From an optimization exercise on the open Yosys and OpenROAD flow, aimed at small area and a short achievable clock period; shortcuts taken in it are not production practice.
Function was checked by simulation only, so behaviour that the tests miss may differ from the original.
Power and IR drop assume default switching activity.

<file path="design.v">
`timescale 1ns/1ps
`default_nettype none
package trace_monitor_pkg;
    typedef enum logic [3:0] {
        RANGE_LOWER_EN   = 4'd0,
        RANGE_UPPER_EN   = 4'd1,
        RANGE_LOWER      = 4'd2,
        RANGE_UPPER      = 4'd3,
        TRIGGER_START_EN = 4'd4,
        TRIGGER_END_EN   = 4'd5,
        TRIGGER_START    = 4'd6,
        TRIGGER_END      = 4'd7,
        WFI_STOP         = 4'd8,
        HALT_ON_FULL_EN  = 4'd9,
        FORCED_HALT      = 4'd10
    } ctrl_addr_e;
    typedef struct packed {
        logic [32-1:0]        pc;
        logic [32-1:0] instr;
        logic [32-1:0] delta;
        logic                          last;
    } trace_record_t;
    typedef struct packed {
        logic                   range_lower_en;
        logic                   range_upper_en;
        logic [32-1:0] range_lower;
        logic [32-1:0] range_upper;
        logic                   trigger_start_en;
        logic                   trigger_end_en;
        logic [32-1:0] trigger_start;
        logic [32-1:0] trigger_end;
        logic                   halt_on_full_en;
        logic                   forced_halt;
        logic                   wfi_stop_clear;
    } trace_config_t;
endpackage
`default_nettype wire
`timescale 1ns/1ps
`default_nettype none
module trace_control_regs (
    input  wire logic                           clk,
    input  wire logic                           rst_n,
    input  wire logic [3:0]                     ctrl_addr,
    input  wire logic [32-1:0]         ctrl_wdata,
    input  wire logic                           ctrl_write_enable,
    output trace_monitor_pkg::trace_config_t    cfg
);
    always_ff @(posedge clk or negedge rst_n) begin
        if (!rst_n) begin
            cfg.range_lower_en   <= 1'b0;
            cfg.range_upper_en   <= 1'b0;
            cfg.range_lower      <= '0;
            cfg.range_upper      <= '1;
            cfg.trigger_start_en <= 1'b0;
            cfg.trigger_end_en   <= 1'b0;
            cfg.trigger_start    <= '0;
            cfg.trigger_end      <= '1;
            cfg.halt_on_full_en  <= 1'b1;
            cfg.forced_halt      <= 1'b0;
            cfg.wfi_stop_clear   <= 1'b0;
        end else begin
            cfg.wfi_stop_clear <= 1'b0;
            if (ctrl_write_enable) begin
                case (ctrl_addr)
                    trace_monitor_pkg::RANGE_LOWER_EN:   cfg.range_lower_en   <= ctrl_wdata[0];
                    trace_monitor_pkg::RANGE_UPPER_EN:   cfg.range_upper_en   <= ctrl_wdata[0];
                    trace_monitor_pkg::RANGE_LOWER:      cfg.range_lower      <= ctrl_wdata;
                    trace_monitor_pkg::RANGE_UPPER:      cfg.range_upper      <= ctrl_wdata;
                    trace_monitor_pkg::TRIGGER_START_EN: cfg.trigger_start_en <= ctrl_wdata[0];
                    trace_monitor_pkg::TRIGGER_END_EN:   cfg.trigger_end_en   <= ctrl_wdata[0];
                    trace_monitor_pkg::TRIGGER_START:    cfg.trigger_start    <= ctrl_wdata;
                    trace_monitor_pkg::TRIGGER_END:      cfg.trigger_end      <= ctrl_wdata;
                    trace_monitor_pkg::WFI_STOP:         cfg.wfi_stop_clear   <= 1'b1;
                    trace_monitor_pkg::HALT_ON_FULL_EN:  cfg.halt_on_full_en  <= ctrl_wdata[0];
                    trace_monitor_pkg::FORCED_HALT:      cfg.forced_halt      <= ctrl_wdata[0];
                    default: begin
                    end
                endcase
            end
        end
    end
endmodule
`default_nettype wire
`timescale 1ns/1ps
`default_nettype none
module trace_capture (
    input  wire logic                             clk,
    input  wire logic                             rst_n,
    input  wire logic [32-1:0]           pc,
    input  wire logic [32-1:0]    instr,
    input  wire logic                             en,
    input  wire trace_monitor_pkg::trace_config_t cfg,
    output logic                                  out_valid,
    input  wire logic                             out_ready,
    output trace_monitor_pkg::trace_record_t      out_record
);
    localparam int WFI_THRESH = 16;
    localparam int WFI_CNT_W  = $clog2(WFI_THRESH + 1);
    logic [32-1:0]        s0_pc;
    logic [32-1:0]        s1_pc;
    logic [32-1:0] s0_instr;
    logic [32-1:0] s1_instr;
    logic [WFI_CNT_W-1:0]          wfi_cnt;
    logic [32-1:0] delta_cnt;
    logic                          start_reached;
    logic                          end_reached;
    logic                          s1_is_wfi;
    logic                          run_end;
    logic                          wfi_fire;
    logic                          in_range;
    logic                          in_window;
    logic                          keep;
    logic                          load;
    trace_monitor_pkg::trace_record_t                 out_rec;
    trace_monitor_pkg::trace_record_t                 rec_next;
    always_ff @(posedge clk or negedge rst_n) begin
        if (!rst_n) begin
            s0_pc    <= '0;
            s0_instr <= '0;
            s1_pc    <= '0;
            s1_instr <= '0;
        end else begin
            s0_pc    <= pc;
            s0_instr <= instr;
            s1_pc    <= s0_pc;
            s1_instr <= s0_instr;
        end
    end
    assign s1_is_wfi = (s1_instr == 32'h10500073);
    assign run_end   = (s1_pc != s0_pc) && (s1_pc != '0) && !s1_is_wfi;
    assign wfi_fire  = s1_is_wfi && en && (wfi_cnt == WFI_CNT_W'(WFI_THRESH - 1));
    assign in_range  = (!cfg.range_lower_en || (s1_pc >= cfg.range_lower)) &&
                       (!cfg.range_upper_en || (s1_pc <= cfg.range_upper));
    assign in_window = (start_reached || !cfg.trigger_start_en) &&
                       (!end_reached || !cfg.trigger_end_en);
    assign keep = (run_end || wfi_fire) && en && in_range && in_window;
    assign load = keep && (!out_valid || out_ready);
    always_ff @(posedge clk or negedge rst_n) begin
        if (!rst_n) begin
            wfi_cnt <= '0;
        end else if (!s1_is_wfi || cfg.wfi_stop_clear) begin
            wfi_cnt <= '0;
        end else if (en && (wfi_cnt < WFI_CNT_W'(WFI_THRESH))) begin
            wfi_cnt <= wfi_cnt + 1'b1;
        end
    end
    always_ff @(posedge clk or negedge rst_n) begin
        if (!rst_n) begin
            start_reached <= 1'b0;
            end_reached   <= 1'b0;
        end else begin
            if (cfg.trigger_start_en && (s0_pc == cfg.trigger_start)) begin
                start_reached <= 1'b1;
                end_reached   <= 1'b0;
            end
            if (cfg.trigger_end_en && (s0_pc == cfg.trigger_end)) begin
                end_reached   <= 1'b1;
                start_reached <= 1'b0;
            end
        end
    end
    always_ff @(posedge clk or negedge rst_n) begin
        if (!rst_n) begin
            delta_cnt <= '0;
        end else if (load) begin
            delta_cnt <= 32'(1);
        end else if (delta_cnt != '1) begin
            delta_cnt <= delta_cnt + 1'b1;
        end
    end
    always_comb begin
        rec_next.pc    = s1_pc;
        rec_next.instr = s1_instr;
        rec_next.delta = delta_cnt;
        rec_next.last  = wfi_fire;
    end
    always_ff @(posedge clk or negedge rst_n) begin
        if (!rst_n) begin
            out_valid <= 1'b0;
        end else if (load) begin
            out_valid <= 1'b1;
        end else if (out_ready) begin
            out_valid <= 1'b0;
        end
    end
    always_ff @(posedge clk) begin
        if (load) begin
            out_rec <= rec_next;
        end
    end
    assign out_record = out_rec;
endmodule
`default_nettype wire
`timescale 1ns/1ps
`default_nettype none
module trace_buffer (
    input  wire logic      clk,
    input  wire logic      rst_n,
    input  wire logic                        in_valid,
    output logic                             in_ready,
    input  wire trace_monitor_pkg::trace_record_t in_record,
    output logic                             out_valid,
    input  wire logic                        out_ready,
    output trace_monitor_pkg::trace_record_t out_record,
    output logic                             full
);
    localparam int DEPTH = 8;
    localparam int PTR_W = $clog2(DEPTH);
    logic [(32 + 32 + 32):0] mem [0:DEPTH-1];
    logic [PTR_W-1:0] wr_ptr;
    logic [PTR_W-1:0] rd_ptr;
    logic [PTR_W:0]   count;
    logic             push;
    logic             pop;
    assign full  = (count == (PTR_W + 1)'(DEPTH));
    assign push  = in_valid && !full;
    assign pop   = out_valid && out_ready;
    assign in_ready   = !full;
    assign out_valid  = (count != '0);
    assign out_record = mem[rd_ptr];
    always_ff @(posedge clk) begin
        if (push) begin
            mem[wr_ptr] <= in_record;
        end
    end
    always_ff @(posedge clk or negedge rst_n) begin
        if (!rst_n) begin
            wr_ptr <= '0;
            rd_ptr <= '0;
            count  <= '0;
        end else begin
            if (push) begin
                wr_ptr <= wr_ptr + 1'b1;
            end
            if (pop) begin
                rd_ptr <= rd_ptr + 1'b1;
            end
            case ({push, pop})
                2'b10:   count <= count + 1'b1;
                2'b01:   count <= count - 1'b1;
                default: count <= count;
            endcase
        end
    end
endmodule
`default_nettype wire
`timescale 1ns/1ps
`default_nettype none
module trace_stream_out (
    input  wire logic                        clk,
    input  wire logic                        rst_n,
    input  wire logic                        in_valid,
    output logic                             in_ready,
    input  wire trace_monitor_pkg::trace_record_t in_record,
    output logic                             tvalid,
    input  wire logic                        tready,
    output logic [(32 + 32 + 32)-1:0]     tdata,
    output logic                             tlast
);
    logic [(32 + 32 + 32)-1:0] data_q;
    logic                         last_q;
    logic                         take;
    assign in_ready = !tvalid || tready;
    assign take     = in_valid && in_ready;
    always_ff @(posedge clk or negedge rst_n) begin
        if (!rst_n) begin
            tvalid <= 1'b0;
        end else if (in_ready) begin
            tvalid <= in_valid;
        end
    end
    always_ff @(posedge clk) begin
        if (take) begin
            data_q <= {in_record.instr, in_record.pc, in_record.delta};
            last_q <= in_record.last;
        end
    end
    assign tdata = data_q;
    assign tlast = last_q;
endmodule
`default_nettype wire
`timescale 1ns/1ps
`default_nettype none
module trace_monitor_top (
    input  wire logic                          clk,
    input  wire logic                          rst_n,
    input  wire logic [32-1:0]        pc,
    input  wire logic [32-1:0] instr,
    input  wire logic                          en,
    input  wire logic [3:0]                    ctrl_addr,
    input  wire logic [32-1:0]        ctrl_wdata,
    input  wire logic                          ctrl_write_enable,
    output logic                               tvalid,
    input  wire logic                          tready,
    output logic [(32 + 32 + 32)-1:0]       tdata,
    output logic                               tlast,
    output logic                               halt_cpu
);
    trace_monitor_pkg::trace_config_t cfg;
    logic          buf_full;
    logic          cap_valid;
    logic          cap_ready;
    trace_monitor_pkg::trace_record_t cap_record;
    logic          buf_valid;
    logic          buf_ready;
    trace_monitor_pkg::trace_record_t buf_record;
    trace_control_regs trace_control_regs_inst (
        .clk               (clk),
        .rst_n             (rst_n),
        .ctrl_addr         (ctrl_addr),
        .ctrl_wdata        (ctrl_wdata),
        .ctrl_write_enable (ctrl_write_enable),
        .cfg               (cfg)
    );
    trace_capture trace_capture_inst (
        .clk   (clk),
        .rst_n (rst_n),
        .pc    (pc),
        .instr (instr),
        .en    (en),
        .cfg   (cfg),
        .out_valid  (cap_valid),
        .out_ready  (cap_ready),
        .out_record (cap_record)
    );
    trace_buffer trace_buffer_inst (
        .clk   (clk),
        .rst_n (rst_n),
        .in_valid   (cap_valid),
        .in_ready   (cap_ready),
        .in_record  (cap_record),
        .out_valid  (buf_valid),
        .out_ready  (buf_ready),
        .out_record (buf_record),
        .full  (buf_full)
    );
    trace_stream_out trace_stream_out_inst (
        .clk    (clk),
        .rst_n  (rst_n),
        .in_valid  (buf_valid),
        .in_ready  (buf_ready),
        .in_record (buf_record),
        .tvalid (tvalid),
        .tready (tready),
        .tdata  (tdata),
        .tlast  (tlast)
    );
    assign halt_cpu = (cfg.halt_on_full_en && buf_full) || cfg.forced_halt;
endmodule
`default_nettype wire
</file>
<file path="run.sh">
#!/bin/bash
# synth_recipe.tcl (not shown) runs the flow's synth.tcl, then flattens the netlist and writes it again
# the make line also repeats each setting of config.mk as NAME=value (left out here)
make -C /OpenROAD-flow-scripts/flow DESIGN_CONFIG=/design/flow/config.mk WORK_HOME=/design/flow/orfs CLKGATE_MAP_FILE= SYNTH_SCRIPT=/design/flow/synth_recipe.tcl finish
</file>
<file path="config.mk">
export PLATFORM = sky130hd
export DESIGN_NAME = trace_monitor_top
export DESIGN_NICKNAME = trace_monitor_top
export VERILOG_FILES = /design/flow/design.v
export SDC_FILE = /design/flow/constraint.sdc
export NUM_CORES = 4
export LEC_CHECK = 0
export CAP_MARGIN = 20
export CORE_MARGIN = 2
export CORE_UTILIZATION = 40
export SLEW_MARGIN = 20
</file>
<file path="constraint.sdc">
create_clock -name core_clock -period 3.5 [get_ports {clk}]
set_input_delay 0.7000 -clock core_clock [delete_from_list [all_inputs] [get_ports {clk}]]
set_output_delay 0.7000 -clock core_clock [all_outputs]
set_load 0.01 [all_outputs]
</file>
==> key figures <==
Run status
  – Status: no timing/DRC/antenna violations

Critical path
  – CP Max Fanout: 5
  – CP max stage delay: approximately 600 ps
  – Register-to-Register Path Depth: 8
  – Delay-heaviest family, CP: simple AND/OR/NAND/NOR gates
  – Crit path required time: between 2000 and 3000 ps
  – Critical Path End Type: output port
  – FF-to-FF Start: trace_capture_inst.s1_instr[16]
  – Buf+Inv Stages, Crit Path: 1
  – Worst Path Arrival: between 2000 and 3000 ps
  – Worst Setup Path Type: reg2out
  – Flop2flop setup slack: approximately 350 ps
  – Critical path startpoint: trace_buffer_inst.count[0]
  – Worst Setup Start Kind: register
  – Crit path max-delay cell type: nor4b_4
  – R2r endpoint: trace_capture_inst.out_rec[17]
  – CP Cell Sequence: nor4b_4, a21o_1, clkdlybuf4s50_1

Placed design
  – GPL Wtd Cong: between 0.8 and 0.9
  – Setup WS pre-CTS: -146 ps
  – HPWL Detailed: approximately 62 mm
  – Port Buffers: 203
  – Placed Area: 0.0533 mm²

Route
  – Vias/cell: a little over 5
  – DR vias: 23000
  – Wire per inst: ~23 µm
  – Drt total wl: roughly 100 mm
  – Initial DRC count: ~1900
  – DRC viols: 0
  – Post-route ant nets: 0
  – First-pass iteration count of the detailed router: 6

Clocking
  – Worst skew pair latency: between 700 and 800 ps
  – Total setup buffers inserted after CTS: 0
  – Hold_buf cts: 0
  – Root buffer cell: clkbuf_16
  – Post-CTS resize count: 0
  – H-tree lvl count: 4
  – Clock Tree Buf Depth: 3
  – Clk slew on worst S/H paths: 50 ps
  – Num CTS Buffers: 136
  – CTS tree: built
  – CTS Sinks: roughly 1300

Die
  – Row Count: approximately 130
  – Die Y: ~350 µm
  – Die Footprint: approximately 0.12 mm²
  – DIE WIDTH: around 350 µm
  – Number of I/O pins: 204
  – Initial core utilization: 0.404
  – Core ar.: 0.120 mm²

GRT
  – Total track usage: 0.168
  – Largest net degree at the start of global routing: 110
  – Vias in the first global route: between 20000 and 25000
  – First-pass GRT wire length: roughly 160 mm
  – Overflow after GRT: 0
  – Initial antenna violation count: 7

STA
  – RSZ-0062 raised after global routing: no
  – Fmax: 305 MHz
  – Final Hold Fails: 0
  – Setup TNS: 0 ps
  – Final worst path period need: ~3300 ps
  – Post-route setup slack: roughly 220 ps
  – Final setup viols: 0
  – Setup Skew: roughly 53 ps
  – Hold slack final: ~34 ps
  – Slew headroom: 0.366
  – Max-slew violation count: 0
  – Fin crit share: 0.936
  – Worst slew pin tran: 952 ps

Final layout
  – Sequential Area: 0.0371 mm²
  – Number of fill cells in the layout: 9750
  – Fin area: 0.0578 mm²
  – Commonest non-fill, non-tap cell in the layout: edfxtp_1
  – Leading cell types in the layout, fill and taps excluded: edfxtp_1, dfrtp_1, clkdlybuf4s50_1, mux2_2, mux4_2
  – Area delta synth->final: 18.9%
  – Ratio of cells with drive above 1 in the final layout: 0.273
  – Layout Nets: 2928
  – Multi-input logic area: ~0.011 mm²

Synthesis
  – Ys async rst share: 0.245
  – Post-synth top flop: edfxtp_1
  – Synthesized net count: ~2600
  – #FFs+latches synth: approximately 1300
  – Synth Cell Area: between 0.04 and 0.05 mm²
  – Ys Warns: 4
  – Share of the yosys chip area belonging to registers: 0.762
  – Library cells used by synthesis: 59
  – Mapped Cells: about 2400
  – Number of synthesized flops with an enable pin: 970
  – Syn Area/Cell: roughly 20 µm²

Flow run
  – Max cap viols: 0

Pwr
  – VDD IR max: around 530 µV
  – Leak: roughly 20 nW
  – Power Density: ~800 mW/mm²

Hold path
  – Hold WC Path Type: in2async
==> synthesized netlist by cell type, types with 5 or more instances <==
| cell type | n | area [µm²] |
|---|---|---|
| nor2_1 | 35 | 131 |
| a21o_1 | 6 | 45.0 |
| mux4_2 | 194 | 4370 |
| o21ai_0 | 42 | 210 |
| buf_2 | 17 | 85.1 |
| a21oi_1 | 24 | 120 |
| buf_1 | 5 | 18.8 |
| inv_1 | 81 | 304 |
| mux2_2 | 195 | 2200 |
| edfxtp_1 | 970 | 29100 |
| nand3_1 | 18 | 90.1 |
| nand2_1 | 75 | 282 |
| xor2_1 | 44 | 385 |
| dfrtp_1 | 249 | 6230 |
| nor3_1 | 14 | 70.1 |
| nand4_1 | 36 | 225 |
| ha_1 | 72 | 901 |
| dfstp_2 | 65 | 1710 |
| clkbuf_1 | 53 | 199 |
| nor2_2 | 29 | 181 |
| mux2_1 | 5 | 56.3 |
| nand2b_1 | 7 | 43.8 |
| nor4_1 | 25 | 156 |
| xnor2_1 | 91 | 797 |
| and4_1 | 5 | 43.8 |
| and3_1 | 10 | 62.6 |
==> registers in the layout, indices dropped and copies added, names as in the netlist <==
| signal | count |
|---|---|
| trace_capture_inst.s1_instr | 32 |
| trace_buffer_inst.rd_ptr | 3 |
| trace_stream_out_inst.data_q | 96 |
| trace_capture_inst.delta_cnt | 32 |
| trace_capture_inst.s1_pc | 32 |
| trace_buffer_inst.mem | 776 |
| trace_stream_out_inst.tvalid | 1 |
| trace_capture_inst.end_reached | 1 |
| trace_capture_inst.s0_pc | 32 |
| trace_capture_inst.out_rec | 97 |
| trace_buffer_inst.count | 4 |
| trace_capture_inst.s0_instr | 32 |
| trace_control_regs_inst.cfg | 135 |
| trace_buffer_inst.wr_ptr | 3 |
| trace_stream_out_inst.last_q | 1 |
| trace_capture_inst.wfi_cnt | 5 |
| trace_capture_inst.out_valid | 1 |
| trace_capture_inst.start_reached | 1 |
==> routing by layer <==
layer,track usage,up-vias,part of all wire
met5,0,-,0.00013
met4,0.0499,2,0.021
met1,0.232,12100,0.44
met3,0.0315,150,0.053
li1,-,10200,-
met2,0.271,614,0.49
==> per-stage QoR <==
| step | std cells | total power [W] | util |
|---|---|---|---|
| 2_1_floorplan | 2432 | 0.0289 | - |
| 3_3_place_gp | 4224 | 0.0333 | 0.443 |
| 3_5_place_dp | 4224 | 0.0336 | 0.443 |
| 4_1_cts | 4474 | 0.0480 | 0.481 |
| 5_1_grt | 4475 | 0.0495 | 0.481 |
| 6_report | 4475 | 0.0473 | 0.481 |
==> kinds of logic (layout without fill, tap and decap cells) <==
kind of cell    count (synthesis)  after routing  share of synthesized area
simple gates                  285            285                     0.0323
other cells                     0              1                          0
mux                           396            396                      0.137
buf+inv                       160            590                     0.0133
fa+ha+maj                      73             73                     0.0189
xor+xnor                      135            135                     0.0243
compound gates                 99             99                     0.0123
flops                        1284           1284                      0.762
==> power breakdown <==
part	switching [W]	total, W	internal [W]
registers	0.00177	0.0223	0.0206
logic	0.00526	0.0107	0.00543
clock network	0.00593	0.0143	0.00833
==> worst max path at each step <==
stage	endpoint	slack (ps)	cells past startpoint
3_3_place_gp	trace_capture_inst.out_rec[15]	-180	9
4_1_cts	halt_cpu	170	3
5_1_grt	halt_cpu	110	3
2_1_floorplan	trace_buffer_inst.mem[0][0]	-1020	4
3_5_place_dp	trace_capture_inst.out_rec[17]	-150	9
6_report	halt_cpu	220	3
==> final cells by class <==
class,count,area share
inverters,82,0.00563
flip-flops and latches,1284,0.641
multi-input cells,988,0.191
well taps,1612,0.0349
repair buffers,258,0.0491
diodes,1,0.0000433
clock inverters,55,0.0116
clock buffers,195,0.0669
==> worst register-to-register path: stages, from the launching register on <==
cell and delay, ps:
dfrtp_1 380, nor4_1 570, nand4_1 290, nor3_2 440
and3_1 240, nor2_1 90, nor4b_4 320, buf_12 250
buf_12 240

-- re-timing with driven ports --
How much do the figures lean on ideal ports? The routed layout below was timed once more, with nothing changed but the port constraints. Step 1: set_driving_cell puts a clkbuf_16 on clk and a buf_2 on each other input, an assumption about the parent block. Step 2 times the ports against the registers' clock, not the clock port: input delays grow and output delays shrink by t, the midpoint of the rising clock arrivals with the driver on. Three values: no drivers, after step 1, after step 2; two values: the first two.
t, ns: 0.795
setup slack, ns: 0.222 / 0.155 / -0.277
hold slack, ns: 0.034 / 0.016 / 0.352
worst data-port slew with drivers (ns): 0.10
Met with ideal ports but missed after step 2: setup timing in this run. For this run, drivers alone change the setup slack by -0.067 ns; drivers and shift together by -0.499 ns.
